From an optimization exercise on the open Yosys and OpenROAD flow, aimed at small area; shortcuts taken in it are not production practice. Only simulation tests tie the RTL to the original design; equivalence was not proved. Power figures rest on the tool's default switching activity, not on a simulated workload.

--- flow/run.sh ---
#!/bin/bash
# Layout flow: the standard synthesis, unchanged, then the standard
# layout with two settings of its own:
#  - each input and output port gets the smallest buffer cell (buf_1)
#    instead of the flow's default port buffer;
#  - the clock tree uses clkbuf_4, clusters of up to 10 sinks
#    within 40 um, and no dummy loads.
# Each step's full output goes to a log file in the work folder.
set -euo pipefail

bash standard.sh synth > synth.log 2>&1

bash standard.sh \
	"BUFFER_PORTS_ARGS=-buffer_cell sky130_fd_sc_hd__buf_1" \
	"CTS_ARGS=-sink_clustering_enable -repair_clock_nets -dont_use_dummy_load -buf_list sky130_fd_sc_hd__clkbuf_4 -sink_clustering_size 10 -sink_clustering_max_diameter 40" \
	finish > layout.log 2>&1
--- standard.sh ---
#!/bin/bash
# synth_recipe.tcl (not shown) runs the flow's synth.tcl, then flattens the netlist and writes it again
# the make line also repeats each setting of config.mk as NAME=value (left out here)
make -C /OpenROAD-flow-scripts/flow DESIGN_CONFIG=/design/flow/config.mk WORK_HOME=/design/flow/orfs CLKGATE_MAP_FILE= SYNTH_SCRIPT=/design/flow/synth_recipe.tcl "${@:-finish}"
--- config.mk ---
export PLATFORM = sky130hd
export DESIGN_NAME = aesPanelTop
export DESIGN_NICKNAME = aesPanelTop
export VERILOG_FILES = /design/flow/design.v
export SDC_FILE = /design/flow/constraint.sdc
export NUM_CORES = 8
export LEC_CHECK = 0
export CAP_MARGIN = 20
export CORE_MARGIN = 2
export CORE_UTILIZATION = 60
export PLACE_DENSITY = 0.75
export SLEW_MARGIN = 20
export SYNTH_HIERARCHICAL = 1
--- constraint.sdc ---
create_clock -name core_clock -period 10.0 [get_ports {clk}]
set_input_delay 2.0000 -clock core_clock [delete_from_list [all_inputs] [get_ports {clk}]]
set_output_delay 2.0000 -clock core_clock [all_outputs]
set_load 0.01 [all_outputs]
--- design.v ---
`timescale 1ns/1ps
module aesInv (
	input  logic a,
	output logic y
);
	assign y = ~a;
endmodule
module aesNand2 (
	input  logic a,
	input  logic b,
	output logic y
);
	assign y = ~(a & b);
endmodule
module aesNor2 (
	input  logic a,
	input  logic b,
	output logic y
);
	assign y = ~(a | b);
endmodule
module aesNand3 (
	input  logic a,
	input  logic b,
	input  logic c,
	output logic y
);
	assign y = ~(a & b & c);
endmodule
module aesNand4 (
	input  logic a,
	input  logic b,
	input  logic c,
	input  logic d,
	output logic y
);
	assign y = ~(a & b & c & d);
endmodule
module aesAnd2 (
	input  logic a,
	input  logic b,
	output logic y
);
	assign y = a & b;
endmodule
module aesOr2 (
	input  logic a,
	input  logic b,
	output logic y
);
	assign y = a | b;
endmodule
module aesXor2 (
	input  logic a,
	input  logic b,
	output logic y
);
	assign y = a ^ b;
endmodule
module aesXnor2 (
	input  logic a,
	input  logic b,
	output logic y
);
	assign y = ~(a ^ b);
endmodule
module aesAo21 (
	input  logic a1,
	input  logic a2,
	input  logic b,
	output logic y
);
	assign y = (a1 & a2) | b;
endmodule
module aesAo22 (
	input  logic a1,
	input  logic a2,
	input  logic b1,
	input  logic b2,
	output logic y
);
	assign y = (a1 & a2) | (b1 & b2);
endmodule
module aesAnd3 (
	input  logic a,
	input  logic b,
	input  logic c,
	output logic y
);
	assign y = a & b & c;
endmodule
module aesAnd4 (
	input  logic a,
	input  logic b,
	input  logic c,
	input  logic d,
	output logic y
);
	assign y = a & b & c & d;
endmodule
module aesAnd4b (
	input  logic an,
	input  logic b,
	input  logic c,
	input  logic d,
	output logic y
);
	assign y = ~an & b & c & d;
endmodule
module aesAnd3b (
	input  logic an,
	input  logic b,
	input  logic c,
	output logic y
);
	assign y = ~an & b & c;
endmodule
module aesOr3 (
	input  logic a,
	input  logic b,
	input  logic c,
	output logic y
);
	assign y = a | b | c;
endmodule
module aesOr4 (
	input  logic a,
	input  logic b,
	input  logic c,
	input  logic d,
	output logic y
);
	assign y = a | b | c | d;
endmodule
module aesNand2b (
	input  logic an,
	input  logic b,
	output logic y
);
	assign y = ~(~an & b);
endmodule
module aesNand3b (
	input  logic an,
	input  logic b,
	input  logic c,
	output logic y
);
	assign y = ~(~an & b & c);
endmodule
module aesO21a (
	input  logic a1,
	input  logic a2,
	input  logic b,
	output logic y
);
	assign y = (a1 | a2) & b;
endmodule
module aesO21ai (
	input  logic a1,
	input  logic a2,
	input  logic b,
	output logic y
);
	assign y = ~((a1 | a2) & b);
endmodule
module aesO22ai (
	input  logic a1,
	input  logic a2,
	input  logic b1,
	input  logic b2,
	output logic y
);
	assign y = ~((a1 | a2) & (b1 | b2));
endmodule
module aesMaj3 (
	input  logic a,
	input  logic b,
	input  logic c,
	output logic y
);
	assign y = (a & b) | (a & c) | (b & c);
endmodule
module aesMux2i (
	input  logic a0,
	input  logic a1,
	input  logic s,
	output logic y
);
	assign y = ~(s ? a1 : a0);
endmodule
module aesAoi222 (
	input  logic a1,
	input  logic a2,
	input  logic b1,
	input  logic b2,
	input  logic c1,
	input  logic c2,
	output logic y
);
	assign y = ~((a1 & a2) | (b1 & b2) | (c1 & c2));
endmodule
module aesDec16n (
	input  logic [3:0]  aN,
	output logic [15:0] y
);
	logic [3:0] a;
	logic [3:0] lo;
	logic [3:0] hi;
	for (genvar i = 0; i < 4; i++) begin : gInv
		aesInv uInv (.a(aN[i]), .y(a[i]));
	end
	for (genvar k = 0; k < 4; k++) begin : gPre
		aesNand2 uLo (.a(((k >> 1) & 1) ? a[1] : aN[1]), .b((k & 1) ? a[0] : aN[0]), .y(lo[k]));
		aesNand2 uHi (.a(((k >> 1) & 1) ? a[3] : aN[3]), .b((k & 1) ? a[2] : aN[2]), .y(hi[k]));
	end
	for (genvar i = 0; i < 16; i++) begin : gOut
		aesNor2 uOut (.a(lo[i % 4]), .b(hi[i / 4]), .y(y[i]));
	end
endmodule
module aesDec16ne (
	input  logic [3:0]  aN,
	input  logic        en,
	output logic [15:0] y
);
	logic [3:0] a;
	logic [3:0] lo;
	logic [3:0] hi;
	for (genvar i = 0; i < 4; i++) begin : gInv
		aesInv uInv (.a(aN[i]), .y(a[i]));
	end
	for (genvar k = 0; k < 4; k++) begin : gPre
		aesNand2 uLo (.a(((k >> 1) & 1) ? a[1] : aN[1]), .b((k & 1) ? a[0] : aN[0]), .y(lo[k]));
		aesNand3 uHi (.a(((k >> 1) & 1) ? a[3] : aN[3]), .b((k & 1) ? a[2] : aN[2]), .c(en), .y(hi[k]));
	end
	for (genvar i = 0; i < 16; i++) begin : gOut
		aesNor2 uOut (.a(lo[i % 4]), .b(hi[i / 4]), .y(y[i]));
	end
endmodule
module aesDec16ne2 (
	input  logic [3:0]  aN,
	input  logic        en,
	output logic [15:0] y,
	output logic [15:0] y2
);
	logic [3:0] a;
	logic [3:0] lo;
	logic [3:0] hi;
	for (genvar i = 0; i < 4; i++) begin : gInv
		aesInv uInv (.a(aN[i]), .y(a[i]));
	end
	for (genvar k = 0; k < 4; k++) begin : gPre
		aesNand2 uLo (.a(((k >> 1) & 1) ? a[1] : aN[1]), .b((k & 1) ? a[0] : aN[0]), .y(lo[k]));
		aesNand3 uHi (.a(((k >> 1) & 1) ? a[3] : aN[3]), .b((k & 1) ? a[2] : aN[2]), .c(en), .y(hi[k]));
	end
	for (genvar i = 0; i < 16; i++) begin : gOut
		aesNor2 uOut (.a(lo[i % 4]), .b(hi[i / 4]), .y(y[i]));
		aesNor2 uOut2 (.a(lo[i % 4]), .b(hi[i / 4]), .y(y2[i]));
	end
endmodule
module aesSel32 (
	input  logic [31:0]  sel,
	input  logic [255:0] d,
	output logic [7:0]   y
);
	for (genvar b = 0; b < 8; b++) begin : gBit
		logic [11:0] t;
		logic [2:0]  n;
		for (genvar k = 0; k < 10; k++) begin : gTri
			aesAoi222 uAoi (
				.a1(sel[3 * k]),     .a2(d[24 * k + b]),
				.b1(sel[3 * k + 1]), .b2(d[24 * k + 8 + b]),
				.c1(sel[3 * k + 2]), .c2(d[24 * k + 16 + b]),
				.y(t[k])
			);
		end
		aesNand2 uLast0 (.a(sel[30]), .b(d[240 + b]), .y(t[10]));
		aesNand2 uLast1 (.a(sel[31]), .b(d[248 + b]), .y(t[11]));
		aesNand4 uN0 (.a(t[0]), .b(t[1]), .c(t[2]), .d(t[3]), .y(n[0]));
		aesNand4 uN1 (.a(t[4]), .b(t[5]), .c(t[6]), .d(t[7]), .y(n[1]));
		aesNand4 uN2 (.a(t[8]), .b(t[9]), .c(t[10]), .d(t[11]), .y(n[2]));
		aesOr3 uOr (.a(n[0]), .b(n[1]), .c(n[2]), .y(y[b]));
	end
endmodule
module aesSel16 (
	input  logic [15:0]  sel,
	input  logic [127:0] d,
	output logic [7:0]   y
);
	for (genvar b = 0; b < 8; b++) begin : gBit
		logic [5:0] t;
		logic [1:0] n;
		for (genvar k = 0; k < 5; k++) begin : gTri
			aesAoi222 uAoi (
				.a1(sel[3 * k]),     .a2(d[24 * k + b]),
				.b1(sel[3 * k + 1]), .b2(d[24 * k + 8 + b]),
				.c1(sel[3 * k + 2]), .c2(d[24 * k + 16 + b]),
				.y(t[k])
			);
		end
		aesNand2 uLast (.a(sel[15]), .b(d[120 + b]), .y(t[5]));
		aesNand4 uN0 (.a(t[0]), .b(t[1]), .c(t[2]), .d(t[3]), .y(n[0]));
		aesNand2 uN1 (.a(t[4]), .b(t[5]), .y(n[1]));
		aesOr2 uOr (.a(n[0]), .b(n[1]), .y(y[b]));
	end
endmodule
module aesSel4 (
	input  logic [3:0]  sel,
	input  logic [31:0] d,
	output logic [7:0]  y
);
	for (genvar b = 0; b < 8; b++) begin : gBit
		logic [1:0] t;
		aesAoi222 uAoi (
			.a1(sel[0]), .a2(d[b]),
			.b1(sel[1]), .b2(d[8 + b]),
			.c1(sel[2]), .c2(d[16 + b]),
			.y(t[0])
		);
		aesNand2 uLast (.a(sel[3]), .b(d[24 + b]), .y(t[1]));
		aesNand2 uOut (.a(t[0]), .b(t[1]), .y(y[b]));
	end
endmodule
module aesSboxN (
	input  logic [7:0] dinN,
	output logic [7:0] dout
);
	logic U0, U1, U2, U3, U4, U5, U6, U7;
	logic X1, T1, X2, X3, T9, T16, T6, T3, T4, T15, T8, T17;
	logic T22, T2, T10, T19, T20, T25, T26, T14, T27, T13, T23, T24;
	logic M1, M2, M3, M4, M5, M6, M7, M8, M9, M10, M11, M12;
	logic M13, M14, M15, M16, M17, M18, M19, M20, M21, M22, M23, M24;
	logic M25, M26, M27, M28, M29, M30, M31, M32, M33, M34, M35, M36;
	logic M37, M38, M39, M40, M41, M42, M43, M44, M45, M46, M47, M48;
	logic M49, M50, M51, M52, M53, M54, M55, M56, M57, M58, M59, M60;
	logic M61, M62, M63, Y1, Y2, Y3, Y4, Y5, Y6, Y7, Y8, Y9;
	logic Y10, Y11, Y12, Y13, Y14, Y15, Y16, Y17, Y18, Y19;
	logic Y20, Y21, Y22, Y23, Y24, Y25, Y26;
	assign {U0, U1, U2, U3, U4, U5, U6, U7} = dinN;
	aesXor2 gX1 (.a(U6), .b(U4), .y(X1));
	aesXor2 gT1 (.a(U3), .b(U0), .y(T1));
	aesXor2 gX2 (.a(U2), .b(U1), .y(X2));
	aesXnor2 gX3 (.a(U5), .b(X1), .y(X3));
	aesXnor2 gT9 (.a(U7), .b(X2), .y(T9));
	aesXnor2 gT16 (.a(U2), .b(X3), .y(T16));
	aesXor2 gT6 (.a(X1), .b(T1), .y(T6));
	aesXor2 gT3 (.a(U6), .b(U0), .y(T3));
	aesXor2 gT4 (.a(U5), .b(U3), .y(T4));
	aesXnor2 gT15 (.a(U1), .b(X3), .y(T15));
	aesXnor2 gT8 (.a(U7), .b(T6), .y(T8));
	aesXnor2 gT17 (.a(U7), .b(T15), .y(T17));
	aesXnor2 gT22 (.a(U6), .b(T9), .y(T22));
	aesXor2 gT2 (.a(U5), .b(U0), .y(T2));
	aesXor2 gT10 (.a(X2), .b(T6), .y(T10));
	aesXor2 gT19 (.a(U3), .b(T9), .y(T19));
	aesXnor2 gT20 (.a(U0), .b(T9), .y(T20));
	aesXnor2 gT25 (.a(U0), .b(T16), .y(T25));
	aesXnor2 gT26 (.a(U6), .b(T25), .y(T26));
	aesXor2 gT14 (.a(T1), .b(T15), .y(T14));
	aesXor2 gT27 (.a(T16), .b(T6), .y(T27));
	aesXor2 gT13 (.a(T3), .b(T4), .y(T13));
	aesXor2 gT23 (.a(T22), .b(T2), .y(T23));
	aesXor2 gT24 (.a(T2), .b(T10), .y(T24));
	aesNand2 gM1 (.a(T13), .b(T6), .y(M1));
	aesNand2 gM2 (.a(T23), .b(T8), .y(M2));
	aesXnor2 gM3 (.a(T14), .b(M1), .y(M3));
	aesNor2 gM4 (.a(T19), .b(U7), .y(M4));
	aesXnor2 gM5 (.a(M4), .b(M1), .y(M5));
	aesNand2 gM6 (.a(T3), .b(T16), .y(M6));
	aesNand2 gM7 (.a(T22), .b(T9), .y(M7));
	aesXnor2 gM8 (.a(T26), .b(M6), .y(M8));
	aesNand2 gM9 (.a(T20), .b(T17), .y(M9));
	aesXor2 gM10 (.a(M9), .b(M6), .y(M10));
	aesNand2 gM11 (.a(T1), .b(T15), .y(M11));
	aesNand2 gM12 (.a(T4), .b(T27), .y(M12));
	aesXor2 gM13 (.a(M12), .b(M11), .y(M13));
	aesNand2 gM14 (.a(T2), .b(T10), .y(M14));
	aesXor2 gM15 (.a(M14), .b(M11), .y(M15));
	aesXnor2 gM16 (.a(M3), .b(M2), .y(M16));
	aesXor2 gM17 (.a(M5), .b(T24), .y(M17));
	aesXnor2 gM18 (.a(M8), .b(M7), .y(M18));
	aesXor2 gM19 (.a(M10), .b(M15), .y(M19));
	aesXor2 gM20 (.a(M16), .b(M13), .y(M20));
	aesXor2 gM21 (.a(M17), .b(M15), .y(M21));
	aesXor2 gM22 (.a(M18), .b(M13), .y(M22));
	aesXor2 gM23 (.a(M19), .b(T25), .y(M23));
	aesXnor2 gM24 (.a(M22), .b(M23), .y(M24));
	aesNand2 gM25 (.a(M22), .b(M20), .y(M25));
	aesXor2 gM26 (.a(M21), .b(M25), .y(M26));
	aesXnor2 gM27 (.a(M20), .b(M21), .y(M27));
	aesXor2 gM28 (.a(M23), .b(M25), .y(M28));
	aesNor2 gM29 (.a(M28), .b(M27), .y(M29));
	aesNor2 gM30 (.a(M26), .b(M24), .y(M30));
	aesNand2 gM31 (.a(M20), .b(M23), .y(M31));
	aesNor2 gM32 (.a(M27), .b(M31), .y(M32));
	aesXor2 gM33 (.a(M27), .b(M25), .y(M33));
	aesNand2 gM34 (.a(M21), .b(M22), .y(M34));
	aesNor2 gM35 (.a(M24), .b(M34), .y(M35));
	aesXor2 gM36 (.a(M24), .b(M25), .y(M36));
	aesXor2 gM37 (.a(M21), .b(M29), .y(M37));
	aesXor2 gM38 (.a(M32), .b(M33), .y(M38));
	aesXnor2 gM39 (.a(M23), .b(M30), .y(M39));
	aesXor2 gM40 (.a(M35), .b(M36), .y(M40));
	aesXor2 gM41 (.a(M38), .b(M40), .y(M41));
	aesXnor2 gM42 (.a(M37), .b(M39), .y(M42));
	aesXor2 gM43 (.a(M37), .b(M38), .y(M43));
	aesXnor2 gM44 (.a(M39), .b(M40), .y(M44));
	aesXor2 gM45 (.a(M42), .b(M41), .y(M45));
	aesNand2 gM46 (.a(M44), .b(T6), .y(M46));
	aesNand2 gM47 (.a(M40), .b(T8), .y(M47));
	aesNor2 gM48 (.a(M39), .b(U7), .y(M48));
	aesNand2 gM49 (.a(M43), .b(T16), .y(M49));
	aesNand2 gM50 (.a(M38), .b(T9), .y(M50));
	aesNand2 gM51 (.a(M37), .b(T17), .y(M51));
	aesNand2 gM52 (.a(M42), .b(T15), .y(M52));
	aesNand2 gM53 (.a(M45), .b(T27), .y(M53));
	aesNand2 gM54 (.a(M41), .b(T10), .y(M54));
	aesNand2 gM55 (.a(M44), .b(T13), .y(M55));
	aesNand2 gM56 (.a(M40), .b(T23), .y(M56));
	aesNor2 gM57 (.a(M39), .b(T19), .y(M57));
	aesNand2 gM58 (.a(M43), .b(T3), .y(M58));
	aesNand2 gM59 (.a(M38), .b(T22), .y(M59));
	aesNand2 gM60 (.a(M37), .b(T20), .y(M60));
	aesNand2 gM61 (.a(M42), .b(T1), .y(M61));
	aesNand2 gM62 (.a(M45), .b(T4), .y(M62));
	aesNand2 gM63 (.a(M41), .b(T2), .y(M63));
	aesXor2 gY1 (.a(M61), .b(M62), .y(Y1));
	aesXnor2 gY2 (.a(M50), .b(Y1), .y(Y2));
	aesXor2 gY3 (.a(M55), .b(M56), .y(Y3));
	aesXnor2 gY4 (.a(M48), .b(M58), .y(Y4));
	aesXnor2 gY5 (.a(M47), .b(Y3), .y(Y5));
	aesXor2 gY6 (.a(M46), .b(M49), .y(Y6));
	aesXnor2 gY7 (.a(M53), .b(Y2), .y(Y7));
	aesXor2 gY8 (.a(M51), .b(M59), .y(Y8));
	aesXor2 gY9 (.a(Y4), .b(Y6), .y(Y9));
	aesXor2 gY10 (.a(Y2), .b(Y5), .y(Y10));
	aesXor2 gY11 (.a(M46), .b(M52), .y(Y11));
	aesXor2 gY12 (.a(M54), .b(M60), .y(Y12));
	aesXor2 gY13 (.a(M49), .b(M52), .y(Y13));
	aesXor2 gY14 (.a(Y3), .b(Y13), .y(Y14));
	aesXor2 gS0 (.a(Y14), .b(Y7), .y(dout[7]));
	aesXnor2 gY15 (.a(M53), .b(Y1), .y(Y15));
	aesXor2 gY16 (.a(Y11), .b(Y5), .y(Y16));
	aesXnor2 gS1 (.a(Y15), .b(Y16), .y(dout[6]));
	aesXor2 gY17 (.a(M61), .b(M63), .y(Y17));
	aesXor2 gY18 (.a(Y4), .b(Y11), .y(Y18));
	aesXor2 gY19 (.a(Y12), .b(Y17), .y(Y19));
	aesXnor2 gS2 (.a(Y18), .b(Y19), .y(dout[5]));
	aesXor2 gS3 (.a(Y6), .b(Y10), .y(dout[4]));
	aesXnor2 gY20 (.a(M48), .b(M51), .y(Y20));
	aesXor2 gS4 (.a(Y20), .b(Y10), .y(dout[3]));
	aesXnor2 gY21 (.a(M56), .b(M57), .y(Y21));
	aesXor2 gY22 (.a(Y12), .b(Y21), .y(Y22));
	aesXor2 gY23 (.a(Y9), .b(Y22), .y(Y23));
	aesXor2 gS5 (.a(Y7), .b(Y23), .y(dout[2]));
	aesXor2 gY24 (.a(M54), .b(M58), .y(Y24));
	aesXor2 gY25 (.a(Y8), .b(Y24), .y(Y25));
	aesXnor2 gS6 (.a(Y25), .b(Y7), .y(dout[1]));
	aesXor2 gY26 (.a(Y1), .b(Y8), .y(Y26));
	aesXnor2 gS7 (.a(Y9), .b(Y26), .y(dout[0]));
endmodule
`timescale 1ns/1ps
module encryptCtrl (
	input  logic clk,
	input  logic rstN,
	input  logic set,
	input  logic lastStep,
	output logic start,
	output logic busy,
	output logic cipherValid
);
	logic setQ;
	logic setN;
	logic setQNext;
	logic busyKeep;
	logic busyNext;
	logic validSet;
	logic validNext;
	aesAnd3b uStart (.an(set), .b(rstN), .c(setQ), .y(start));
	aesAnd2 uSetQ (.a(rstN), .b(set), .y(setQNext));
	aesAnd3b uKeep (.an(lastStep), .b(busy), .c(rstN), .y(busyKeep));
	aesOr2 uBusy (.a(start), .b(busyKeep), .y(busyNext));
	aesInv uSetN (.a(set), .y(setN));
	aesAo21 uValid (.a1(cipherValid), .a2(setN), .b(lastStep), .y(validSet));
	aesAnd3b uValidNext (.an(start), .b(rstN), .c(validSet), .y(validNext));
	always_ff @(posedge clk) begin
		setQ        <= setQNext;
		busy        <= busyNext;
		cipherValid <= validNext;
	end
endmodule
`timescale 1ns/1ps
module roundCounter (
	input  logic       clk,
	input  logic       start,
	input  logic       busy,
	input  logic [3:0] curPhase,
	output logic       lastStep,
	output logic       loadState,
	output logic       stateSbox,
	output logic       stateSum,
	output logic       opKey,
	output logic       opByte,
	output logic       opDouble,
	output logic       sboxKeyLo,
	output logic       sboxKeyHi,
	output logic       sboxData,
	output logic [3:0] readIdxN,
	output logic [3:0] readPhaseN,
	output logic       keyKeep,
	output logic       mixSbox,
	output logic       mixPrev,
	output logic       mixRcon,
	output logic [7:0] rcon,
	output logic [3:0] tapSel
);
	logic [3:0] slot;
	logic [2:0] rev;
	logic [3:0] roundNum;
	logic [3:0] slotNext;
	logic [2:0] revNext;
	logic [3:0] roundNext;
	logic s10, s210, slotAll, revEnd;
	logic slotX1, slotX2, slotX3;
	aesAnd2 uS10 (.a(slot[1]), .b(slot[0]), .y(s10));
	aesAnd2 uS210 (.a(s10), .b(slot[2]), .y(s210));
	aesAnd2 uSAll (.a(s210), .b(slot[3]), .y(slotAll));
	aesXnor2 uSX1 (.a(slot[1]), .b(slot[0]), .y(slotX1));
	aesXnor2 uSX2 (.a(slot[2]), .b(s10), .y(slotX2));
	aesXnor2 uSX3 (.a(slot[3]), .b(s210), .y(slotX3));
	aesNor2 uSN0 (.a(slot[0]), .b(start), .y(slotNext[0]));
	aesNor2 uSN1 (.a(slotX1), .b(start), .y(slotNext[1]));
	aesNor2 uSN2 (.a(slotX2), .b(start), .y(slotNext[2]));
	aesNor2 uSN3 (.a(slotX3), .b(start), .y(slotNext[3]));
	aesAnd2 uRevEnd (.a(busy), .b(slotAll), .y(revEnd));
	logic r0N, r0, r20N, r10, rev7, rev3, revAN, v21N, v20N, v10N, revEN, revCN;
	aesOr4 uR0N (.a(roundNum[0]), .b(roundNum[1]), .c(roundNum[2]), .d(roundNum[3]), .y(r0N));
	aesInv uR0 (.a(r0N), .y(r0));
	aesNor2 uR20 (.a(roundNum[2]), .b(roundNum[0]), .y(r20N));
	aesAnd3 uR10 (.a(roundNum[3]), .b(roundNum[1]), .c(r20N), .y(r10));
	aesAnd3 uRev7 (.a(rev[0]), .b(rev[1]), .c(rev[2]), .y(rev7));
	aesAnd3b uRev3 (.an(rev[2]), .b(rev[1]), .c(rev[0]), .y(rev3));
	aesOr3 uRevA (.a(rev[0]), .b(rev[1]), .c(rev[2]), .y(revAN));
	aesNor2 uV21 (.a(rev[2]), .b(rev[1]), .y(v21N));
	aesNor2 uV20 (.a(rev[2]), .b(rev[0]), .y(v20N));
	aesNand2 uRevE (.a(v21N), .b(rev[0]), .y(revEN));
	aesNand2 uRevC (.a(v20N), .b(rev[1]), .y(revCN));
	logic nextRound;
	aesAnd2 uNext (.a(revEnd), .b(rev7), .y(nextRound));
	aesAnd3 uLast (.a(revEnd), .b(r10), .c(rev3), .y(lastStep));
	logic vt1, vt2, vI0, vI1, vI2;
	aesAnd2 uVt1 (.a(slotAll), .b(rev[0]), .y(vt1));
	aesAnd2 uVt2 (.a(vt1), .b(rev[1]), .y(vt2));
	aesXor2 uVI0 (.a(rev[0]), .b(slotAll), .y(vI0));
	aesXor2 uVI1 (.a(rev[1]), .b(vt1), .y(vI1));
	aesXor2 uVI2 (.a(rev[2]), .b(vt2), .y(vI2));
	aesOr2 uVN0 (.a(vI0), .b(start), .y(revNext[0]));
	aesOr2 uVN1 (.a(vI1), .b(start), .y(revNext[1]));
	aesOr2 uVN2 (.a(vI2), .b(start), .y(revNext[2]));
	logic qt1, qt2, qt3;
	logic [3:0] qX;
	aesAnd2 uQt1 (.a(nextRound), .b(roundNum[0]), .y(qt1));
	aesAnd2 uQt2 (.a(qt1), .b(roundNum[1]), .y(qt2));
	aesAnd2 uQt3 (.a(qt2), .b(roundNum[2]), .y(qt3));
	aesXnor2 uQX0 (.a(roundNum[0]), .b(nextRound), .y(qX[0]));
	aesXnor2 uQX1 (.a(roundNum[1]), .b(qt1), .y(qX[1]));
	aesXnor2 uQX2 (.a(roundNum[2]), .b(qt2), .y(qX[2]));
	aesXnor2 uQX3 (.a(roundNum[3]), .b(qt3), .y(qX[3]));
	for (genvar i = 0; i < 4; i++) begin : gRound
		aesNor2 uQN (.a(qX[i]), .b(start), .y(roundNext[i]));
	end
	always_ff @(posedge clk) begin
		slot     <= slotNext;
		rev      <= revNext;
		roundNum <= roundNext;
	end
	logic actN, subBytes, expand, rconRev, finalKey, mixRev, mixRevPre, firstCol, firstColN;
	logic keySbox, keySboxN, row3N, row0;
	aesNand2 uActN (.a(busy), .b(r0N), .y(actN));
	aesAnd2 uLoad (.a(busy), .b(r0), .y(loadState));
	aesNand2 uKeep (.a(busy), .b(r0), .y(keyKeep));
	aesNor2 uSub (.a(actN), .b(revAN), .y(subBytes));
	aesNor2 uExpand (.a(actN), .b(revEN), .y(expand));
	aesNor2 uRcon (.a(actN), .b(revCN), .y(rconRev));
	aesAnd3 uFinal (.a(busy), .b(r10), .c(rev3), .y(finalKey));
	aesNor2 uMixRevN (.a(actN), .b(r10), .y(mixRevPre));
	aesAnd2 uMixRev (.a(mixRevPre), .b(revAN), .y(mixRev));
	aesNor2 uFirst (.a(slot[3]), .b(slot[2]), .y(firstCol));
	aesOr2 uFirstN (.a(slot[3]), .b(slot[2]), .y(firstColN));
	aesAnd2 uKeySbox (.a(expand), .b(firstCol), .y(keySbox));
	aesNand2 uRow3N (.a(slot[1]), .b(slot[0]), .y(row3N));
	aesNor2 uRow0 (.a(slot[1]), .b(slot[0]), .y(row0));
	assign stateSbox = subBytes;
	aesNor2 uStateSum (.a(loadState), .b(subBytes), .y(stateSum));
	assign opKey = finalKey;
	aesNor2 uSboxLo (.a(keySboxN), .b(row3N), .y(sboxKeyLo));
	aesNand2 uKeySboxN (.a(expand), .b(firstCol), .y(keySboxN));
	aesAnd2 uSboxHi (.a(keySbox), .b(row3N), .y(sboxKeyHi));
	assign sboxData = keySboxN;
	assign mixSbox = keySbox;
	aesAnd2 uMixPrev (.a(expand), .b(firstColN), .y(mixPrev));
	aesAnd2 uMixRcon (.a(rconRev), .b(row0), .y(mixRcon));
	logic v1r1N, mbA, mbB, mbC, mbD, mixByte, v10N2, mdA0, mdA, mdB, mdC, mixDouble;
	aesNor2 uV1r1 (.a(rev[1]), .b(slot[1]), .y(v1r1N));
	aesAnd2 uMbA (.a(v1r1N), .b(rev[0]), .y(mbA));
	aesAnd3b uMbB (.an(slot[1]), .b(rev[1]), .c(slot[0]), .y(mbB));
	aesAnd3b uMbC (.an(rev[1]), .b(rev[0]), .c(slot[0]), .y(mbC));
	aesNor2 uV10N (.a(rev[1]), .b(rev[0]), .y(v10N2));
	aesAnd3b uMbD (.an(slot[0]), .b(v10N2), .c(slot[1]), .y(mbD));
	aesOr4 uMb (.a(mbA), .b(mbB), .c(mbC), .d(mbD), .y(mixByte));
	aesAnd3b uMdA0 (.an(rev[2]), .b(rev[1]), .c(rev[0]), .y(mdA0));
	aesAnd3 uMdA (.a(mdA0), .b(slot[1]), .c(slot[0]), .y(mdA));
	aesAnd2 uMdB (.a(v10N2), .b(row0), .y(mdB));
	aesAnd3b uMdC (.an(slot[0]), .b(v20N), .c(slot[1]), .y(mdC));
	aesOr3 uMd (.a(mdA), .b(mdB), .c(mdC), .y(mixDouble));
	logic sd1a, sd1b, sd0, sd1, sq0, sqa, sqb, sq1, sh1a, sh1b;
	logic [3:0] mixSlotN;
	assign mixSlotN[0] = rev[0];
	aesXnor2 uMs1 (.a(rev[1]), .b(rev[0]), .y(mixSlotN[1]));
	aesXnor2 uSd0 (.a(rev[0]), .b(slot[0]), .y(sd0));
	aesAnd2 uSd1a (.a(rev[0]), .b(slot[0]), .y(sd1a));
	aesXnor2 uSd1b (.a(mixSlotN[1]), .b(slot[1]), .y(sd1b));
	aesXor2 uSd1 (.a(sd1b), .b(sd1a), .y(sd1));
	aesAnd2 uSq0 (.a(roundNum[0]), .b(sd0), .y(sq0));
	aesAnd2 uSqa (.a(roundNum[1]), .b(sd0), .y(sqa));
	aesAnd2 uSqb (.a(roundNum[0]), .b(sd1), .y(sqb));
	aesXor2 uSq1 (.a(sqa), .b(sqb), .y(sq1));
	aesXnor2 uMs2 (.a(slot[2]), .b(sq0), .y(mixSlotN[2]));
	aesAnd2 uSh1a (.a(slot[2]), .b(sq0), .y(sh1a));
	aesXor2 uSh1b (.a(slot[3]), .b(sq1), .y(sh1b));
	aesXnor2 uMs3 (.a(sh1b), .b(sh1a), .y(mixSlotN[3]));
	logic [3:0] dispSlotN;
	assign dispSlotN[2:0] = curPhase[2:0];
	aesXnor2 uDs3 (.a(curPhase[3]), .b(curPhase[0]), .y(dispSlotN[3]));
	logic mixRevN;
	logic [3:0] pickN;
	aesInv uMixRevInv (.a(mixRev), .y(mixRevN));
	for (genvar i = 0; i < 4; i++) begin : gPick
		aesAo22 uPick (.a1(mixRev), .a2(mixSlotN[i]), .b1(mixRevN), .b2(dispSlotN[i]), .y(pickN[i]));
	end
	logic ic1, ic2, ic3, ix1, ix2, ix3;
	aesXor2 uI0 (.a(pickN[0]), .b(slot[0]), .y(readIdxN[0]));
	aesAnd2 uIc1 (.a(pickN[0]), .b(slot[0]), .y(ic1));
	aesXor2 uIx1 (.a(pickN[1]), .b(slot[1]), .y(ix1));
	aesXor2 uI1 (.a(ix1), .b(ic1), .y(readIdxN[1]));
	aesMaj3 uIc2 (.a(pickN[1]), .b(slot[1]), .c(ic1), .y(ic2));
	aesXor2 uIx2 (.a(pickN[2]), .b(slot[2]), .y(ix2));
	aesXor2 uI2 (.a(ix2), .b(ic2), .y(readIdxN[2]));
	aesMaj3 uIc3 (.a(pickN[2]), .b(slot[2]), .c(ic2), .y(ic3));
	aesXor2 uIx3 (.a(pickN[3]), .b(slot[3]), .y(ix3));
	aesXor2 uI3 (.a(ix3), .b(ic3), .y(readIdxN[3]));
	logic kl0, kl1, klc, kp0, kpa, kpb, kp1, kt1, kt0N, kt1N;
	aesXnor2 uKl0 (.a(roundNum[0]), .b(rev[0]), .y(kl0));
	aesOr2 uKlc (.a(roundNum[0]), .b(rev[0]), .y(klc));
	aesXnor2 uKl1 (.a(roundNum[1]), .b(klc), .y(kl1));
	aesAnd2 uKp0 (.a(kl0), .b(slot[0]), .y(kp0));
	aesAnd2 uKpa (.a(kl1), .b(slot[0]), .y(kpa));
	aesAnd2 uKpb (.a(kl0), .b(slot[1]), .y(kpb));
	aesXor2 uKp1 (.a(kpa), .b(kpb), .y(kp1));
	aesXor2 uKt1 (.a(kp1), .b(kp0), .y(kt1));
	aesInv uKt0N (.a(kp0), .y(kt0N));
	aesInv uKt1N (.a(kt1), .y(kt1N));
	aesNor2 uTap0 (.a(kt1), .b(kp0), .y(tapSel[0]));
	aesNor2 uTap1 (.a(kt1), .b(kt0N), .y(tapSel[1]));
	aesNor2 uTap2 (.a(kt1N), .b(kp0), .y(tapSel[2]));
	aesAnd2 uTap3 (.a(kt1), .b(kp0), .y(tapSel[3]));
	logic n21, n10, n20, rc1a, r30, r21, r210, rc2a, rc3a, r10x, r32x;
	aesNor2 uN21 (.a(roundNum[2]), .b(roundNum[1]), .y(n21));
	aesNor2 uN10 (.a(roundNum[1]), .b(roundNum[0]), .y(n10));
	aesAnd2 uRc0 (.a(n21), .b(roundNum[0]), .y(rcon[0]));
	aesAnd2 uR30 (.a(roundNum[3]), .b(roundNum[0]), .y(r30));
	aesNor2 uN20 (.a(roundNum[2]), .b(roundNum[0]), .y(n20));
	aesAnd2 uRc1a (.a(n20), .b(roundNum[1]), .y(rc1a));
	aesOr2 uRc1 (.a(rc1a), .b(r30), .y(rcon[1]));
	aesAnd3b uRc2a (.an(roundNum[2]), .b(roundNum[1]), .c(roundNum[0]), .y(rc2a));
	aesAnd2 uR31 (.a(roundNum[3]), .b(roundNum[1]), .y(r21));
	aesOr2 uRc2 (.a(rc2a), .b(r21), .y(rcon[2]));
	aesAnd2 uRc3a (.a(n10), .b(roundNum[2]), .y(rc3a));
	aesOr2 uRc3 (.a(rc3a), .b(r30), .y(rcon[3]));
	aesAnd3b uRc4a (.an(roundNum[1]), .b(roundNum[2]), .c(roundNum[0]), .y(r210));
	aesXor2 uR10x (.a(roundNum[1]), .b(roundNum[0]), .y(r10x));
	aesAo21 uRc4 (.a1(roundNum[3]), .a2(r10x), .b(r210), .y(rcon[4]));
	aesXor2 uR32x (.a(roundNum[3]), .b(roundNum[2]), .y(r32x));
	aesAnd3b uRc5 (.an(roundNum[0]), .b(roundNum[1]), .c(r32x), .y(rcon[5]));
	aesAnd3 uRc6 (.a(roundNum[2]), .b(roundNum[1]), .c(roundNum[0]), .y(rcon[6]));
	aesAnd2 uRc7 (.a(roundNum[3]), .b(n10), .y(rcon[7]));
	aesAnd2 uOpByte (.a(mixRev), .b(mixByte), .y(opByte));
	aesAnd2 uOpDbl (.a(mixRev), .b(mixDouble), .y(opDouble));
	logic [3:0] slotN;
	for (genvar i = 0; i < 4; i++) begin : gPhase
		aesInv uSlotN (.a(slot[i]), .y(slotN[i]));
		aesMux2i uPh (.a0(curPhase[i]), .a1(slotN[i]), .s(loadState), .y(readPhaseN[i]));
	end
endmodule
`timescale 1ns/1ps
module keySchedule (
	input  logic         clk,
	input  logic [127:0] cipherKey,
	input  logic [15:0]  loadSel,
	input  logic         keyLoad,
	input  logic         keyKeep,
	input  logic         mixSbox,
	input  logic         mixPrev,
	input  logic         mixRcon,
	input  logic [7:0]   rcon,
	input  logic [3:0]   tapSel,
	input  logic [7:0]   sboxOut,
	input  logic         sboxKeyLo,
	input  logic         sboxKeyHi,
	input  logic         sboxData,
	input  logic [7:0]   keyed,
	output logic [7:0]   sboxInN,
	output logic [7:0]   keyTap
);
	logic [127:0] ring;
	logic [7:0]   keyByte;
	logic [7:0]   mixInN;
	logic [7:0]   expanded;
	logic [7:0]   keyIn;
	aesSel16 uLoad (.sel(loadSel), .d(cipherKey), .y(keyByte));
	for (genvar b = 0; b < 8; b++) begin : gSbIn
		aesAoi222 uSbIn (
			.a1(sboxKeyLo), .a2(ring[72 + b]),
			.b1(sboxKeyHi), .b2(ring[104 + b]),
			.c1(sboxData),  .c2(keyed[b]),
			.y(sboxInN[b])
		);
	end
	aesSel4 uTap (.sel(tapSel), .d({ring[103:96], ring[71:64], ring[39:32], ring[7:0]}), .y(keyTap));
	for (genvar b = 0; b < 8; b++) begin : gBit
		aesAoi222 uMix (
			.a1(mixSbox), .a2(sboxOut[b]),
			.b1(mixPrev), .b2(ring[96 + b]),
			.c1(mixRcon), .c2(rcon[b]),
			.y(mixInN[b])
		);
		aesXnor2 uExp (.a(ring[b]), .b(mixInN[b]), .y(expanded[b]));
		aesAo22 uIn (.a1(keyLoad), .a2(keyByte[b]), .b1(keyKeep), .b2(expanded[b]), .y(keyIn[b]));
	end
	always_ff @(posedge clk) begin
		ring <= {keyIn, ring[127:8]};
	end
endmodule
`timescale 1ns/1ps
module roundDatapath (
	input  logic         clk,
	input  logic [7:0]   rd,
	input  logic         loadState,
	input  logic         stateSbox,
	input  logic         stateSum,
	input  logic         opKey,
	input  logic         opByte,
	input  logic         opDouble,
	input  logic [7:0]   keyTap,
	input  logic [7:0]   sboxInN,
	output logic [127:0] ring,
	output logic [7:0]   keyed,
	output logic [7:0]   sboxOut
);
	logic [7:0]   doubled;
	logic [7:0]   operandN;
	logic [7:0]   sum;
	logic [7:0]   stateInN;
	logic [7:0]   stateIn;
	assign doubled[0] = rd[7];
	assign doubled[2] = rd[1];
	assign doubled[5] = rd[4];
	assign doubled[6] = rd[5];
	assign doubled[7] = rd[6];
	aesXor2 uDbl1 (.a(rd[0]), .b(rd[7]), .y(doubled[1]));
	aesXor2 uDbl3 (.a(rd[2]), .b(rd[7]), .y(doubled[3]));
	aesXor2 uDbl4 (.a(rd[3]), .b(rd[7]), .y(doubled[4]));
	for (genvar b = 0; b < 8; b++) begin : gBit
		aesAoi222 uOp (
			.a1(opKey),    .a2(keyTap[b]),
			.b1(opByte),   .b2(rd[b]),
			.c1(opDouble), .c2(doubled[b]),
			.y(operandN[b])
		);
		aesXnor2 uSum (.a(ring[b]), .b(operandN[b]), .y(sum[b]));
		aesXor2 uKeyed (.a(ring[b]), .b(keyTap[b]), .y(keyed[b]));
		aesAoi222 uIn (
			.a1(loadState), .a2(rd[b]),
			.b1(stateSbox), .b2(sboxOut[b]),
			.c1(stateSum),  .c2(sum[b]),
			.y(stateInN[b])
		);
		aesInv uInv (.a(stateInN[b]), .y(stateIn[b]));
	end
	aesSboxN uSbox (.dinN(sboxInN), .dout(sboxOut));
	always_ff @(posedge clk) begin
		ring <= {stateIn, ring[127:8]};
	end
endmodule
`timescale 1ns/1ps
module panelEntry (
	input  logic         clk,
	input  logic         rstN,
	input  logic         set,
	input  logic         buttonU,
	input  logic         buttonD,
	input  logic         buttonL,
	input  logic         buttonR,
	input  logic         cipherValid,
	input  logic [15:0]  phaseSel,
	input  logic [7:0]   rd,
	output logic [127:0] plainBlock,
	output logic [3:0]   curPhase,
	output logic [7:0]   sevenNum
);
	logic         rst;
	logic [7:0]   same;
	logic [8:0]   carry;
	logic [7:0]   editByte;
	logic         edit;
	logic [15:0]  writeEn;
	logic [7:0]   display;
	logic       phaseMove;
	logic [2:0] phaseSame;
	logic [3:0] phaseCarry;
	logic [3:0] phaseToggle;
	logic [3:0] phaseKeep;
	logic [3:0] phaseNext;
	aesOr2 uMove (.a(buttonR), .b(buttonL), .y(phaseMove));
	for (genvar i = 0; i < 3; i++) begin : gPhaseSame
		aesXnor2 uSame (.a(curPhase[i]), .b(buttonR), .y(phaseSame[i]));
	end
	assign phaseCarry[0] = phaseMove;
	for (genvar i = 1; i < 4; i++) begin : gPhaseCarry
		aesAnd2 uCarry (.a(phaseCarry[i - 1]), .b(phaseSame[i - 1]), .y(phaseCarry[i]));
	end
	for (genvar i = 0; i < 4; i++) begin : gPhaseNext
		aesXnor2 uKeep (.a(curPhase[i]), .b(phaseCarry[i]), .y(phaseKeep[i]));
		aesNor2 uNext (.a(rst), .b(phaseKeep[i]), .y(phaseNext[i]));
	end
	always_ff @(posedge clk) begin
		curPhase <= phaseNext;
	end
	assign carry[0] = 1'b1;
	for (genvar i = 0; i < 8; i++) begin : gEdit
		aesXnor2 uSame (.a(rd[i]), .b(buttonU), .y(same[i]));
		if (i == 0) begin : gFirst
			assign carry[1] = same[0];
		end else begin : gNext
			aesAnd2 uCarry (.a(carry[i]), .b(same[i]), .y(carry[i + 1]));
		end
	end
	aesInv uRst (.a(rstN), .y(rst));
	aesInv uToggle0 (.a(rd[0]), .y(editByte[0]));
	for (genvar i = 1; i < 8; i++) begin : gToggle
		aesXor2 uToggle (.a(rd[i]), .b(carry[i]), .y(editByte[i]));
	end
	logic editButton;
	aesOr2 uEditButton (.a(buttonU), .b(buttonD), .y(editButton));
	aesAnd4b uEdit (.an(carry[8]), .b(set), .c(editButton), .d(rstN), .y(edit));
	logic [15:0]  keep;
	logic [127:0] plainNext;
	for (genvar b = 0; b < 16; b++) begin : gEnable
		aesAnd2 uEn (.a(edit), .b(phaseSel[b]), .y(writeEn[b]));
		aesNor2 uKeep (.a(writeEn[b]), .b(rst), .y(keep[b]));
		for (genvar i = 0; i < 8; i++) begin : gHold
			aesAo22 uHold (
				.a1(writeEn[b]), .a2(editByte[i]),
				.b1(keep[b]),    .b2(plainBlock[8 * b + i]),
				.y(plainNext[8 * b + i])
			);
		end
	end
	always_ff @(posedge clk) begin
		plainBlock <= plainNext;
	end
	logic showAny;
	aesO21a uShow (.a1(set), .a2(cipherValid), .b(rstN), .y(showAny));
	for (genvar i = 0; i < 8; i++) begin : gShow
		aesAnd2 uShow (.a(showAny), .b(rd[i]), .y(display[i]));
	end
	always_ff @(posedge clk) begin
		sevenNum <= display;
	end
endmodule
`timescale 1ns/1ps
module aesPanelTop (
	input  logic         clk,
	input  logic         rstN,
	input  logic         set,
	input  logic         buttonU,
	input  logic         buttonD,
	input  logic         buttonL,
	input  logic         buttonR,
	input  logic [127:0] cipherKey,
	output logic [3:0]   curPhase,
	output logic [7:0]   sevenNum,
	output logic         cipherValid
);
	logic        start;
	logic        busy;
	logic        lastStep;
	logic        loadState;
	logic        stateSbox;
	logic        stateSum;
	logic        opKey;
	logic        opByte;
	logic        opDouble;
	logic        sboxKeyLo;
	logic        sboxKeyHi;
	logic        sboxData;
	logic [3:0]  readIdxN;
	logic [3:0]  readPhaseN;
	logic        keyKeep;
	logic        mixSbox;
	logic        mixPrev;
	logic        mixRcon;
	logic [7:0]  rcon;
	logic [3:0]  tapSel;
	logic [15:0] readSel;
	logic [15:0] phaseSel;
	logic [15:0] keySel;
	logic [7:0]  rd;
	logic [127:0] plainBlock;
	logic [127:0] stateRing;
	logic        selPlain;
	logic        selState;
	logic [7:0]  sboxOut;
	logic [7:0]  keyed;
	logic [7:0]  sboxInN;
	logic [7:0]  keyTap;
	encryptCtrl uCtrl (
		.clk(clk),
		.rstN(rstN),
		.set(set),
		.lastStep(lastStep),
		.start(start),
		.busy(busy),
		.cipherValid(cipherValid)
	);
	roundCounter uCounter (
		.clk(clk),
		.start(start),
		.busy(busy),
		.curPhase(curPhase),
		.lastStep(lastStep),
		.loadState(loadState),
		.stateSbox(stateSbox),
		.stateSum(stateSum),
		.opKey(opKey),
		.opByte(opByte),
		.opDouble(opDouble),
		.sboxKeyLo(sboxKeyLo),
		.sboxKeyHi(sboxKeyHi),
		.sboxData(sboxData),
		.readIdxN(readIdxN),
		.readPhaseN(readPhaseN),
		.keyKeep(keyKeep),
		.mixSbox(mixSbox),
		.mixPrev(mixPrev),
		.mixRcon(mixRcon),
		.rcon(rcon),
		.tapSel(tapSel)
	);
	aesOr2 uSelPlain (.a(set), .b(loadState), .y(selPlain));
	aesNor2 uSelState (.a(set), .b(loadState), .y(selState));
	aesDec16ne uReadDec (.aN(readIdxN), .en(selState), .y(readSel));
	aesDec16ne2 uPhaseDec (.aN(readPhaseN), .en(selPlain), .y(phaseSel), .y2(keySel));
	aesSel32 uRead (.sel({readSel, phaseSel}), .d({stateRing, plainBlock}), .y(rd));
	keySchedule uKeys (
		.clk(clk),
		.cipherKey(cipherKey),
		.loadSel(keySel),
		.keyLoad(loadState),
		.keyKeep(keyKeep),
		.mixSbox(mixSbox),
		.mixPrev(mixPrev),
		.mixRcon(mixRcon),
		.rcon(rcon),
		.tapSel(tapSel),
		.sboxOut(sboxOut),
		.sboxKeyLo(sboxKeyLo),
		.sboxKeyHi(sboxKeyHi),
		.sboxData(sboxData),
		.keyed(keyed),
		.sboxInN(sboxInN),
		.keyTap(keyTap)
	);
	roundDatapath uDatapath (
		.clk(clk),
		.rd(rd),
		.loadState(loadState),
		.stateSbox(stateSbox),
		.stateSum(stateSum),
		.opKey(opKey),
		.opByte(opByte),
		.opDouble(opDouble),
		.keyTap(keyTap),
		.sboxInN(sboxInN),
		.ring(stateRing),
		.keyed(keyed),
		.sboxOut(sboxOut)
	);
	panelEntry uPanel (
		.clk(clk),
		.rstN(rstN),
		.set(set),
		.buttonU(buttonU),
		.buttonD(buttonD),
		.buttonL(buttonL),
		.buttonR(buttonR),
		.cipherValid(cipherValid),
		.phaseSel(phaseSel),
		.rd(rd),
		.plainBlock(plainBlock),
		.curPhase(curPhase),
		.sevenNum(sevenNum)
	);
endmodule
==> metrics.md, run 1 <==
| Metric | Value |
|---|---|
| PD cells | 344 mW/mm² |
| Endpoint type of the worst setup path | flip-flop |
| CP Launch Type | flip-flop |
| Synth async-reset ratio | 0% |
| Total gr overflow | 0 |
| Cell mode on critical path | xor2_1 |
| Hold Path Class | flip-flop to flip-flop |
| WL final | 38.1 mm |
| Synthesized Nets | 1403 |
| Unrepaired setup endpoints after global routing | false |
| Peak VDD IR | 0.000661 V |
| Most common cell in the netlist | dfxtp_1 |
| Clock skew | 99.3 ps |
| Total vias in the final route | 11400 |
| Core area | 0.0235 mm² |
| Static Leak | 6.24 nW |
| Worst Path Arrival | 9410 ps |
| CP max-delay cell | a222oi_1 |
| I/O pins | 148 |
| Nets | 1608 |
| Final period util | 88.3% |
| Area grow syn2layout | 9.63% |
| Clock-pin slew on the worst setup and hold paths | 100 ps |
| Initial antenna violation count | 2 |
| Drt drc | 0 |
| Fraction of layout cells with a size suffix above 1 | 4.08% |
| Vias per cell | 6.34 |
| Main combinational cell family by area after synthesis | compound AO/OA/AOI/OAI gates |
| Netlist cell types | 21 |
| Most instantiated cells after synthesis | dfxtp_1, a222oi_1, a22o_1 |
| CP required | 10570 ps |
| Max-Slew Margin vs Limit | 28.3% |
| Horiz. Die Dim | 159 µm |
| Initial Utilization | 61.4% |
| CTS tree | yes |
| Starting DRT DRC Count | 1732 |
| Final instance area | 0.0158 mm² |
| Post-route ant nets | 0 |
| Synth Area in Compound Gates | 19.7% |
| Mean Syn Cell Area | 11.4 µm² |
| H-tree Lvls | 2 |
| #FFs+latches synth | 410 |
| Total power | 5.45 mW |
| Clock latency (worst-skew pair) | 700 ps |
| Simple-gate portion of the synthesized area | 12.2% |
| CP Max Fanout | 17 |
| Setup violators final | 0 |
| Setup bufs post-CTS | 0 |
| Mapped Cells | 1268 |
| Cell Rows | 56 |
| Outcome | timing/DRC/antenna clean |
| CP peak stage delay | 830 ps |
| Max-cap violation count | 0 |
| DIE AREA | 0.0253 mm² |
| Synth area leader | dfxtp_1 |
| Count of synthesis-stage warnings from yosys | 11 |
| CTS Buffer Depth | 3 |
| Setup TNS | 0 ps |
| Adder-cell share of the synthesized area | 0.156% |
| Number of flops mapped to enable cells by yosys | 0 |
| Largest net degree at the start of global routing | 21 |
| Vias in the first global route | 11000 |
| Final min period | 8830 ps |
| Slew Limit Fails | 0 |
| Top post-synthesis cells by area | dfxtp_1, a222oi_1, a22o_1, xor2_1, xnor2_1 |
| Max Fclk | 113 MHz |
| Port Buf Inserts | 147 |
| First-pass iteration count of the detailed router | 9 |
| Ys flop type | dfxtp_1 |
| Clk sinks | 410 |
| Multiplexer area fraction after synthesis | 0.277% |
| Die height | 159 µm |
| Num CTS Buffers | 50 |
| Hold_buf cts | 0 |
| Global placer's final weighted congestion | 0.948 |
| Global-route wire length before repair | 60.8 mm |
| Worst-Margin Slew | 1080 ps |
| Overall routing resource usage | 29.9% |
| Root buffer cell | clkbuf_4 |
| DP Area | 0.0155 mm² |
| Cts repair resizes | 0 |
| Hold Violations, Final | 0 |
| DP Wirelength | 27.9 mm |
| Crit path kind | flip-flop to flip-flop |
| Sequential share of the synthesized area | 56.8% |
| Synth top area share | 56.8% |
| Avg WL per Cell | 21.3 µm |
| Synth Cell Area | 0.0145 mm² |
| Post-Synth XOR/XNOR Area | 10.2% |
==> report_power, final <==
| group | total [mW] | internal, mW | switching, mW |
|---|---|---|---|
| clock | 0.712 | 0.229 | 0.482 |
| sequential | 1.82 | 1.73 | 0.0916 |
| combinational | 2.92 | 1.00 | 1.92 |
| total | 5.45 | 2.96 | 2.49 |
==> path summary, 6_finish.rpt <==
kind                                   to               startpoint  slack (ps)  cells after the start
setup / recovery  uKeys.ring[122]$_DFF_P_  uCounter.rev[0]$_DFF_P_        1170                     31
hold reg to reg    uKeys.ring[46]$_DFF_P_   uKeys.ring[54]$_DFF_P_         250                      0
setup reg to reg  uKeys.ring[122]$_DFF_P_  uCounter.rev[0]$_DFF_P_        1170                     31
hold / removal     uKeys.ring[46]$_DFF_P_   uKeys.ring[54]$_DFF_P_         250                      0
==> per-module statistics from Yosys, one instance, submodules excluded, a selection <==
module / cells / area, µm²
aesAoi222: 1 / 10.0
roundDatapath: 128 / 2560
keySchedule: 128 / 2560
aesNor2: 1 / 3.75
aesAo21: 1 / 7.51
aesMux2i: 1 / 10.0
aesAnd4b: 1 / 10.0
aesInv: 1 / 3.75
aesMaj3: 1 / 11.3
aesAo22: 1 / 8.76
aesXnor2: 1 / 8.76
==> area by class of cell <==
class	instances	area [µm²]
diodes	2	5.00
multi-input cells	831	6160
well taps	319	399
clock buffers	50	375
flip-flops and latches	410	8210
inverters	27	101
fillers	1882	7700
repair buffers	153	597
==> metal layers <==
layer | vias up | part of all wire [%] | GRT usage (%)
met5 | - | 0 | 0
met4 | 0 | 3.0 | 10.5
met3 | 82 | 9.1 | 5.24
met2 | 571 | 43 | 44.9
met1 | 5424 | 45 | 43.5
li1 | 5281 | - | -
==> worst max-delay path: cells and delay by family, from the launching register on <==
kind | cells | cell delay (ps)
xor+xnor | 20 | 5330
compound gates | 4 | 1560
simple gates | 6 | 1090
flops | 1 | 690
buf+inv | 1 | 110
==> cells in the final DEF (no fill, tap or decap) <==
master      n
o21a_1      1
dfxtp_1   410
or2_1      20
a22o_1    140
maj3_2      2
mux2i_1     4
xor2_1     89
and2_1     71
a222oi_1  160
buf_4       6
and3b_1    12
and3_1      6
buf_1     147
nand2_1    89
clkbuf_4   50
or4_1       2
nand3_1     8
nand4_1    32
nor2_1    103
diode_2     2
xor2_2      2
and4b_1     1
xnor2_1    77
inv_1      27
or3_1      10
a21o_1      2
==> per-stage QoR <==
step	util, %	instances	setup WS [ps]	hold slack (ps)
6_report	67.3	1792	1170	248
3_5_place_dp	65.7	1740	1300	312
2_1_floorplan	-	1268	2390	310
3_3_place_gp	65.7	1740	1540	310
5_1_grt	67.3	1792	197	259
4_1_cts	67.3	1790	1250	253
==> logic make-up after synthesis <==
group                    after synthesis
AO/OA/AOI/OAI                        303
multiplexers                           4
AND/OR/NAND/NOR                      354
flip-flops                           410
XOR/XNOR                             168
buffers and inverters                 27
adder cells (fa/ha/maj)                2
==> flip-flops by register name, summed over array words and instances (netlist names) <==
register	count
uCounter.slot	4
uCtrl.busy	1
uCtrl.setQ	1
uKeys.ring	128
uCounter.roundNum	4
uPanel.plainBlock	128
uPanel.curPhase	4
uCounter.rev	3
uPanel.sevenNum	8
uDatapath.ring	128
uCtrl.cipherValid	1
==> run 2: changes to the inputs <==
--- a/design.v
+++ b/design.v
@@ -240,4 +240,5 @@
 	input  logic [3:0]  aN,
 	input  logic        en,
+	input  logic        en2,
 	output logic [15:0] y,
 	output logic [15:0] y2
@@ -246,4 +247,5 @@
 	logic [3:0] lo;
 	logic [3:0] hi;
+	logic [3:0] hi2;
 	for (genvar i = 0; i < 4; i++) begin : gInv
 		aesInv uInv (.a(aN[i]), .y(a[i]));
@@ -252,8 +254,31 @@
 		aesNand2 uLo (.a(((k >> 1) & 1) ? a[1] : aN[1]), .b((k & 1) ? a[0] : aN[0]), .y(lo[k]));
 		aesNand3 uHi (.a(((k >> 1) & 1) ? a[3] : aN[3]), .b((k & 1) ? a[2] : aN[2]), .c(en), .y(hi[k]));
+		aesNand3 uHi2 (.a(((k >> 1) & 1) ? a[3] : aN[3]), .b((k & 1) ? a[2] : aN[2]), .c(en2), .y(hi2[k]));
 	end
 	for (genvar i = 0; i < 16; i++) begin : gOut
 		aesNor2 uOut (.a(lo[i % 4]), .b(hi[i / 4]), .y(y[i]));
-		aesNor2 uOut2 (.a(lo[i % 4]), .b(hi[i / 4]), .y(y2[i]));
+		aesNor2 uOut2 (.a(lo[i % 4]), .b(hi2[i / 4]), .y(y2[i]));
+	end
+endmodule
+module aesSel48 (
+	input  logic [47:0]  sel,
+	input  logic [383:0] d,
+	output logic [7:0]   y
+);
+	for (genvar b = 0; b < 8; b++) begin : gBit
+		logic [15:0] t;
+		logic [3:0]  n;
+		for (genvar k = 0; k < 16; k++) begin : gTri
+			aesAoi222 uAoi (
+				.a1(sel[3 * k]),     .a2(d[24 * k + b]),
+				.b1(sel[3 * k + 1]), .b2(d[24 * k + 8 + b]),
+				.c1(sel[3 * k + 2]), .c2(d[24 * k + 16 + b]),
+				.y(t[k])
+			);
+		end
+		for (genvar k = 0; k < 4; k++) begin : gNand
+			aesNand4 uN (.a(t[4 * k]), .b(t[4 * k + 1]), .c(t[4 * k + 2]), .d(t[4 * k + 3]), .y(n[k]));
+		end
+		aesOr4 uOr (.a(n[0]), .b(n[1]), .c(n[2]), .d(n[3]), .y(y[b]));
 	end
 endmodule
@@ -496,4 +521,5 @@
 	input  logic [3:0] curPhase,
 	output logic       lastStep,
+	output logic       loadAny,
 	output logic       loadState,
 	output logic       stateSbox,
@@ -507,4 +533,5 @@
 	output logic [3:0] readIdxN,
 	output logic [3:0] readPhaseN,
+	output logic       keyLoad,
 	output logic       keyKeep,
 	output logic       mixSbox,
@@ -548,11 +575,11 @@
 	aesAnd2 uNext (.a(revEnd), .b(rev7), .y(nextRound));
 	aesAnd3 uLast (.a(revEnd), .b(r10), .c(rev3), .y(lastStep));
-	logic vt1, vt2, vI0, vI1, vI2;
+	logic vt1, vt2, vI0N, vI1, vI2;
 	aesAnd2 uVt1 (.a(slotAll), .b(rev[0]), .y(vt1));
 	aesAnd2 uVt2 (.a(vt1), .b(rev[1]), .y(vt2));
-	aesXor2 uVI0 (.a(rev[0]), .b(slotAll), .y(vI0));
+	aesXnor2 uVI0 (.a(rev[0]), .b(slotAll), .y(vI0N));
 	aesXor2 uVI1 (.a(rev[1]), .b(vt1), .y(vI1));
 	aesXor2 uVI2 (.a(rev[2]), .b(vt2), .y(vI2));
-	aesOr2 uVN0 (.a(vI0), .b(start), .y(revNext[0]));
+	aesNor2 uVN0 (.a(vI0N), .b(start), .y(revNext[0]));
 	aesOr2 uVN1 (.a(vI1), .b(start), .y(revNext[1]));
 	aesOr2 uVN2 (.a(vI2), .b(start), .y(revNext[2]));
@@ -577,6 +604,8 @@
 	logic keySbox, keySboxN, row3N, row0;
 	aesNand2 uActN (.a(busy), .b(r0N), .y(actN));
-	aesAnd2 uLoad (.a(busy), .b(r0), .y(loadState));
-	aesNand2 uKeep (.a(busy), .b(r0), .y(keyKeep));
+	aesAnd2 uLoad (.a(busy), .b(r0), .y(loadAny));
+	aesAnd2 uLoadState (.a(loadAny), .b(rev[0]), .y(loadState));
+	aesAnd3b uLoadKey (.an(rev[0]), .b(busy), .c(r0), .y(keyLoad));
+	aesNand3b uKeep (.an(rev[0]), .b(busy), .c(r0), .y(keyKeep));
 	aesNor2 uSub (.a(actN), .b(revAN), .y(subBytes));
 	aesNor2 uExpand (.a(actN), .b(revEN), .y(expand));
@@ -689,5 +718,5 @@
 	for (genvar i = 0; i < 4; i++) begin : gPhase
 		aesInv uSlotN (.a(slot[i]), .y(slotN[i]));
-		aesMux2i uPh (.a0(curPhase[i]), .a1(slotN[i]), .s(loadState), .y(readPhaseN[i]));
+		aesMux2i uPh (.a0(curPhase[i]), .a1(slotN[i]), .s(loadAny), .y(readPhaseN[i]));
 	end
 endmodule
@@ -695,6 +724,5 @@
 module keySchedule (
 	input  logic         clk,
-	input  logic [127:0] cipherKey,
-	input  logic [15:0]  loadSel,
+	input  logic [7:0]   rd,
 	input  logic         keyLoad,
 	input  logic         keyKeep,
@@ -713,9 +741,7 @@
 );
 	logic [127:0] ring;
-	logic [7:0]   keyByte;
 	logic [7:0]   mixInN;
 	logic [7:0]   expanded;
 	logic [7:0]   keyIn;
-	aesSel16 uLoad (.sel(loadSel), .d(cipherKey), .y(keyByte));
 	for (genvar b = 0; b < 8; b++) begin : gSbIn
 		aesAoi222 uSbIn (
@@ -735,5 +761,5 @@
 		);
 		aesXnor2 uExp (.a(ring[b]), .b(mixInN[b]), .y(expanded[b]));
-		aesAo22 uIn (.a1(keyLoad), .a2(keyByte[b]), .b1(keyKeep), .b2(expanded[b]), .y(keyIn[b]));
+		aesAo22 uIn (.a1(keyLoad), .a2(rd[b]), .b1(keyKeep), .b2(expanded[b]), .y(keyIn[b]));
 	end
 	always_ff @(posedge clk) begin
@@ -895,5 +921,7 @@
 	logic        busy;
 	logic        lastStep;
+	logic        loadAny;
 	logic        loadState;
+	logic        keyLoad;
 	logic        stateSbox;
 	logic        stateSum;
@@ -939,4 +967,5 @@
 		.curPhase(curPhase),
 		.lastStep(lastStep),
+		.loadAny(loadAny),
 		.loadState(loadState),
 		.stateSbox(stateSbox),
@@ -950,4 +979,5 @@
 		.readIdxN(readIdxN),
 		.readPhaseN(readPhaseN),
+		.keyLoad(keyLoad),
 		.keyKeep(keyKeep),
 		.mixSbox(mixSbox),
@@ -958,13 +988,12 @@
 	);
 	aesOr2 uSelPlain (.a(set), .b(loadState), .y(selPlain));
-	aesNor2 uSelState (.a(set), .b(loadState), .y(selState));
+	aesNor2 uSelState (.a(set), .b(loadAny), .y(selState));
 	aesDec16ne uReadDec (.aN(readIdxN), .en(selState), .y(readSel));
-	aesDec16ne2 uPhaseDec (.aN(readPhaseN), .en(selPlain), .y(phaseSel), .y2(keySel));
-	aesSel32 uRead (.sel({readSel, phaseSel}), .d({stateRing, plainBlock}), .y(rd));
+	aesDec16ne2 uPhaseDec (.aN(readPhaseN), .en(selPlain), .en2(keyLoad), .y(phaseSel), .y2(keySel));
+	aesSel48 uRead (.sel({readSel, keySel, phaseSel}), .d({stateRing, cipherKey, plainBlock}), .y(rd));
 	keySchedule uKeys (
 		.clk(clk),
-		.cipherKey(cipherKey),
-		.loadSel(keySel),
-		.keyLoad(loadState),
+		.rd(rd),
+		.keyLoad(keyLoad),
 		.keyKeep(keyKeep),
 		.mixSbox(mixSbox),
==> metrics.md, run 2 <==
| Metric | Value |
|---|---|
| Largest registers | uDatapath.ring x128, uKeys.ring x128, uPanel.plainBlock x128 |
| Unrepaired setup endpoints after global routing | false |
| Root buffer cell | clkbuf_4 |
| Hold Path Class | flip-flop to flip-flop |
| Flop-to-flop setup slack | 1080 ps (-80 ps) |
| Clock-pin slew on the worst setup and hold paths | 110 ps (about the same) |
| DP Wirelength | 30.6 mm (+9.8%) |
| Layout fillers | 1903 (+1.1%) |
| Setup ws final | 1080 ps (-84.3 ps) |
| Clock Power Share | 20.1% (+7.0 points) |
| Synthesized Nets | 1377 (-1.9%) |
| Final min period | 8920 ps (+84.3 ps) |
| Crit path kind | flip-flop to flip-flop |
| Total vias in the final route | 11600 (+2.2%) |
| Vias in the first global route | 11100 (+0.73%) |
| Sequential power share | 48.7% (+15 points) |
| Mean Syn Cell Area | 11.6 µm² (+1.8%) |
| Peak VDD IR | 0.000223 V (-66%) |
| Count of synthesis-stage warnings from yosys | 11 (unchanged) |
| Slew Limit Fails | 0 (unchanged) |
| Number of flops mapped to enable cells by yosys | 0 (unchanged) |
| Outcome | timing/DRC/antenna clean |
| First-pass iteration count of the detailed router | 11 (+2) |
| Synth area leader | dfxtp_1 |
| Clock skew | 75.8 ps (-23.5 ps) |
| Mapped Cells | 1242 (-2.1%) |
| #FFs+latches synth | 410 (unchanged) |
| Cell mode on critical path | xor2_1 |
| Num CTS Buffers | 50 (unchanged) |
| Worst-Margin Slew | 1070 ps (-4.24 ps) |
| Clock latency (worst-skew pair) | 720 ps (+20 ps) |
| Hold_buf cts | 0 (unchanged) |
| Starting DRT DRC Count | 1766 (+2.0%) |
| CTS tree | yes |
| Horiz. Die Dim | 159 µm (-0.15%) |
| Static Leak | 6.19 nW (-0.79%) |
| CP Max Fanout | 20 (+3) |
| Die height | 159 µm (-0.15%) |
| Most frequent cells in the layout | dfxtp_1, a222oi_1, buf_1 |
| Setup bufs post-CTS | 0 (unchanged) |
| Comb pwr share | 31.2% (-22 points) |
| Setup TNS | 0 ps (unchanged) |
| CTS Buffer Depth | 3 (unchanged) |
| Global-route wire length before repair | 62.9 mm (+3.5%) |
| Synth top area share | 57.0% (+0.17 points) |
| Largest net degree at the start of global routing | 21 (unchanged) |
| Pre-CTS setup slack | 1270 ps (-31.9 ps) |
| FF+latch area | 0.00821 mm² (unchanged) |
| CP max-delay cell | a222oi_1 |
| CP required | 10560 ps (about the same) |
| Max Fclk | 112 MHz (-0.95%) |
| H-tree Lvls | 2 (unchanged) |
| Total power | 3.59 mW (-34%) |
| Global placer's final weighted congestion | 0.986 (+4.1%) |
| Final period util | 89.2% (+0.84 points) |
| I/O pins | 148 (unchanged) |
| Int Power | 2.29 mW (-22%) |
| Avg WL per Cell | 23.6 µm (+11%) |
| WL final | 41.7 mm (+9.3%) |
| Setup violators final | 0 (unchanged) |
| Nets | 1586 (-1.4%) |
| Most common cell in the netlist | dfxtp_1 |
| Multi-input gate area | 0.00615 mm² (-0.10%) |
| CP Launch Type | flip-flop |
| Max-Slew Margin vs Limit | 28.5% (+0.20 points) |
| Ys flop type | dfxtp_1 |
| Post-route ant nets | 0 (unchanged) |
| Hold Violations, Final | 0 (unchanged) |
| Sequential share of the synthesized area | 57.0% (+0.17 points) |
| DIE AREA | 0.0253 mm² (-0.29%) |
| Sw Ratio | 36.1% (-9.6 points) |
[run 2: changes by cell type after synthesis, sizes merged, moves of 4 or more]
| cell | delta |
|---|---|
| nand3 | +4 |
| or4 | +8 |
| or3 | -8 |
| a222oi | +8 |
| or2 | -9 |
| nand2 | -33 |
[run 2: path summary, 6_finish.rpt]
check	startpoint	to	cells after the start
max	uCounter.rev[0]$_DFF_P_	uKeys.ring[127]$_DFF_P_	30
min	uKeys.ring[124]$_DFF_P_	uKeys.ring[116]$_DFF_P_	0
max reg2reg	uCounter.rev[0]$_DFF_P_	uKeys.ring[127]$_DFF_P_	30
min reg2reg	uKeys.ring[124]$_DFF_P_	uKeys.ring[116]$_DFF_P_	0
[run 2: cell type report]
type	instances	area share (%)
antenna	1	0.0158
clock buffer	50	2.37
inverter	27	0.639
multi-input combinational	805	38.8
sequential	410	51.7
tap	319	2.52
timing repair buffer	157	3.94
[run 2: modules after synthesis, one instance, submodules excluded, excerpt]
module	cells inside	times used	flops+latches	area, µm²
aesAnd2	1	72	0	6.26
aesAo21	1	2	0	7.51
aesAo22	1	140	0	8.76
aesInv	1	27	0	3.75
aesO21a	1	1	0	7.51
aesOr4	1	10	0	7.51
encryptCtrl	3	1	3	60.1
[run 2: kinds of logic (layout without fill, tap and decap cells)]
logic type	Yosys count	count (layout)	synth area share (%)
compound gates	311	311	20.3
xor+xnor	168	168	10.2
fa+ha+maj	2	2	0.156
buf+inv	27	234	0.703
flops	410	410	57.0
mux	4	4	0.278
other cells	0	1	0
simple gates	320	320	11.4
[run 2: power by group through the flow]
stage          clock network (mW)  logic [mW]  registers (mW)
3_5_place_dp                    0        1.09            1.79
4_1_cts                     0.738        1.10            1.75
3_3_place_gp                    0        1.07            1.78
5_1_grt                     0.793        1.21            1.76
2_1_floorplan                   0       0.817            1.77
6_report                    0.721        1.12            1.75
[run 2: through the flow]
step / utilization (%) / std cells / instance area [µm²]
after CTS: 67.4 / 1767 / 15900
after floorplan: - / 1242 / 14400
after global routing: 67.4 / 1769 / 15900
after global placement: 65.8 / 1717 / 15500
after detailed placement: 65.8 / 1717 / 15500
final: 67.4 / 1769 / 15900
[run 2: routing by layer]
layer	up-vias	wire length (µm)	share of wire [%]	global-route usage (%)
li1	5252	-	-	-
met1	5491	16300	39	41.2
met2	726	19400	47	53.2
met3	137	4160	10	5.99
met4	2	1760	4.2	12.9
met5	-	13	0.031	0
[run 2: critical path, delay by kind of cell, from the launching register on]
| family | cells | cell delay (ps) |
|---|---|---|
| compound gates | 4 | 1790 |
| simple gates | 6 | 900 |
| xor+xnor | 20 | 5380 |
| flops | 1 | 720 |

static timing again, ports no longer ideal:
The results above use ideal ports. As a check the final layouts listed here were re-extracted and re-timed, cells and wires unchanged. Step 1: set_driving_cell puts a clkbuf_16 on clk and a buf_2 on each other input, an assumption about the parent block. Step 2 times the ports against the registers' clock, not the clock port: input delays grow and output delays shrink by t, the midpoint of the rising clock arrivals with the driver on. a / b / c = ideal ports / drivers / drivers and shift; a / b = the first two.
run	shift t [ns]	setup WS [ns]
run 1	0.694	1.167 / 1.167 / 1.167
run 2	0.725	1.083 / 1.083 / 1.083
After both steps setup and hold are still met in every run listed.
